This is an optimization exercise on Yosys and OpenROAD, whose aim is small area, a short achievable clock period and few clock cycles, not a production implementation.
The RTL was checked by simulation tests, not by an equivalence proof against the original design.

Design go_to_point_steering_controller, start of the top module:
module go_to_point_steering_controller (
    input  logic                              clk,
    input  logic                              rst_n,
    input  logic                              in_valid,
    output logic                              in_ready,
    input  logic [1:0]                        in_kind,
    input  logic signed [15:0]                in_waypoint_x,
    input  logic signed [15:0]                in_waypoint_y,
    input  logic signed [15:0]                in_pose_x,
    input  logic signed [15:0]                in_pose_y,
    input  logic signed [14:0]                in_pose_heading,
    output logic                              out_valid,
    input  logic                              out_ready,
    output logic [14:0]                       out_linear_speed,
    output logic signed [15:0]                out_turn_rate,
    output logic [16:0]                       out_distance,
    output logic [2:0]                        out_status,
    output logic                              out_last,
    input  logic                              cfg_we,
    input  logic [gtp_pkg::CFG_IDX_W-1:0]     cfg_index,
  ...
Size: about 8100 cells after synthesis, roughly 1100 flip-flops, about 88000 µm² of cells after synthesis.
==> flow/config.mk <==
export PLATFORM = sky130hd
export DESIGN_NAME = go_to_point_steering_controller
export DESIGN_NICKNAME = go_to_point_steering_controller
export VERILOG_FILES = /design/flow/design.v
export SDC_FILE = /design/flow/constraint.sdc
export NUM_CORES = 4
export LEC_CHECK = 0
export CAP_MARGIN = 20
export CORE_MARGIN = 2
export CORE_UTILIZATION = 62
export CTS_BUF_LIST = sky130_fd_sc_hd__clkbuf_8
export CTS_CLUSTER_SIZE = 40
export SLEW_MARGIN = 20
==> flow/constraint.sdc <==
create_clock -name core_clock -period 12.0 [get_ports {clk}]
set_input_delay 2.4000 -clock core_clock [delete_from_list [all_inputs] [get_ports {clk}]]
set_output_delay 2.4000 -clock core_clock [all_outputs]
set_load 0.01 [all_outputs]
run.sh (not shown) runs the stock make flow with config.mk's settings and CLKGATE_MAP_FILE= SYNTH_SCRIPT=/design/flow/synth_recipe.tcl, a recipe that flattens the netlist after the stock synthesis.
Testbench counts at the start, summed over its fixed seeds: cycles 1,998.
Then changed:
--- a/flow/design.v
+++ b/flow/design.v
@@ -3334,49 +3334,45 @@
             r10_tc <= g_lo[12];
             r10_dist <= p2_dist;
             r10_db <= p2_db;
             r10_al <= p2_al;
             r10_arr <= p2_arr;
         end
-    logic [18:0] p3_t;
-    logic [14:0] p3_lin;
+    logic [18:0] r10_t, p4_hi, p4_lo;
+    logic signed [15:0] p4_turn;
+    logic [14:0] p4_lin;
     always_comb
     begin
-        p3_t = r10_ta + r10_tb + 19'(r10_tc);
+        r10_t = r10_ta + r10_tb + 19'(r10_tc);
+        p4_hi = r10_ta + r10_tb + 19'(r10_tc) + ~(19'(max_turn_reg));    
+        p4_lo = r10_ta + r10_tb + 19'(r10_tc) + 19'(max_turn_reg);       
+        if (!r10_db)               p4_turn = 16'sd0;
+        else if (!p4_hi[18])       p4_turn = 16'(max_turn_reg);
+        else if (p4_lo[18])        p4_turn = -(16'(max_turn_reg));
+        else                       p4_turn = 16'(r10_t);
         if (!(r10_db && r10_al))
-            p3_lin = 15'd0;
+            p4_lin = 15'd0;
         else if (r10_dist < 17'(min_speed_reg))
-            p3_lin = (min_speed_reg > max_speed_reg) ? max_speed_reg : min_speed_reg;
+            p4_lin = (min_speed_reg > max_speed_reg) ? max_speed_reg : min_speed_reg;
         else if (r10_dist > 17'(max_speed_reg))
-            p3_lin = max_speed_reg;
+            p4_lin = max_speed_reg;
         else
-            p3_lin = r10_dist[14:0];
+            p4_lin = r10_dist[14:0];
     end
-    logic signed [18:0] r11_t;
+    logic signed [15:0] r11_turn;
     logic [14:0] r11_lin;
     logic [16:0] r11_dist;
-    logic r11_db, r11_arr;
+    logic r11_arr;
     always_ff @(posedge clk)
         if (en)
         begin
-            r11_t    <= p3_t;
-            r11_lin  <= p3_lin;
+            r11_turn <= p4_turn;
+            r11_lin  <= p4_lin;
             r11_dist <= r10_dist;
-            r11_db   <= r10_db;
             r11_arr  <= r10_arr;
         end
-    logic signed [18:0] mt_s;
-    logic signed [15:0] r11_turn;
-    always_comb
-    begin
-        mt_s = 19'(max_turn_reg);
-        if (!r11_db)               r11_turn = 16'sd0;
-        else if (r11_t > mt_s)     r11_turn = 16'(mt_s);
-        else if (r11_t < -mt_s)    r11_turn = -(16'(mt_s));
-        else                       r11_turn = 16'(r11_t);
-    end
     always_ff @(posedge clk or negedge rst_n)
     begin
         if (!rst_n)
         begin
             for (int j = 1; j <= TL; j++)
             begin
What happened: The new run completed without violations. Die area went up by 0.91%. Worst setup slack gets better by 0.0082 ns. Routed wire length went up by 6.1%. Fmax is about the same. Via count went up by 3.4%.
Testbench counts after the change, summed over its fixed seeds: cycles 1,998.

-- separate check: timing with driven ports --
The results above use ideal ports. As a check the final layouts listed here were re-extracted and re-timed, cells and wires unchanged.
Step 1: set_driving_cell puts a clkbuf_16 on clk and a buf_2 on each other input, an assumption about the parent block.
Step 2 moves the port delays by t, midway between the first and last clock arrival at a register: inputs arrive t later, outputs are due t later. That takes back most of the time a late clock gives input paths.
Slacks: ideal ports / drivers / drivers and shift; pairs: ideal ports / drivers.
run	t, ns	slack for setup (ns)	clock arrival spread, ns
the first run	0.988	5.873 / 5.923 / 4.935	0.057 / 0.057
the second run	1.007	5.881 / 5.881 / 5.183	0.070 / 0.070
After both steps every run listed still meets setup and hold. The setup slack of the first run, which loses most, moves by +0.050 ns with the drivers and by -0.938 ns with both steps.
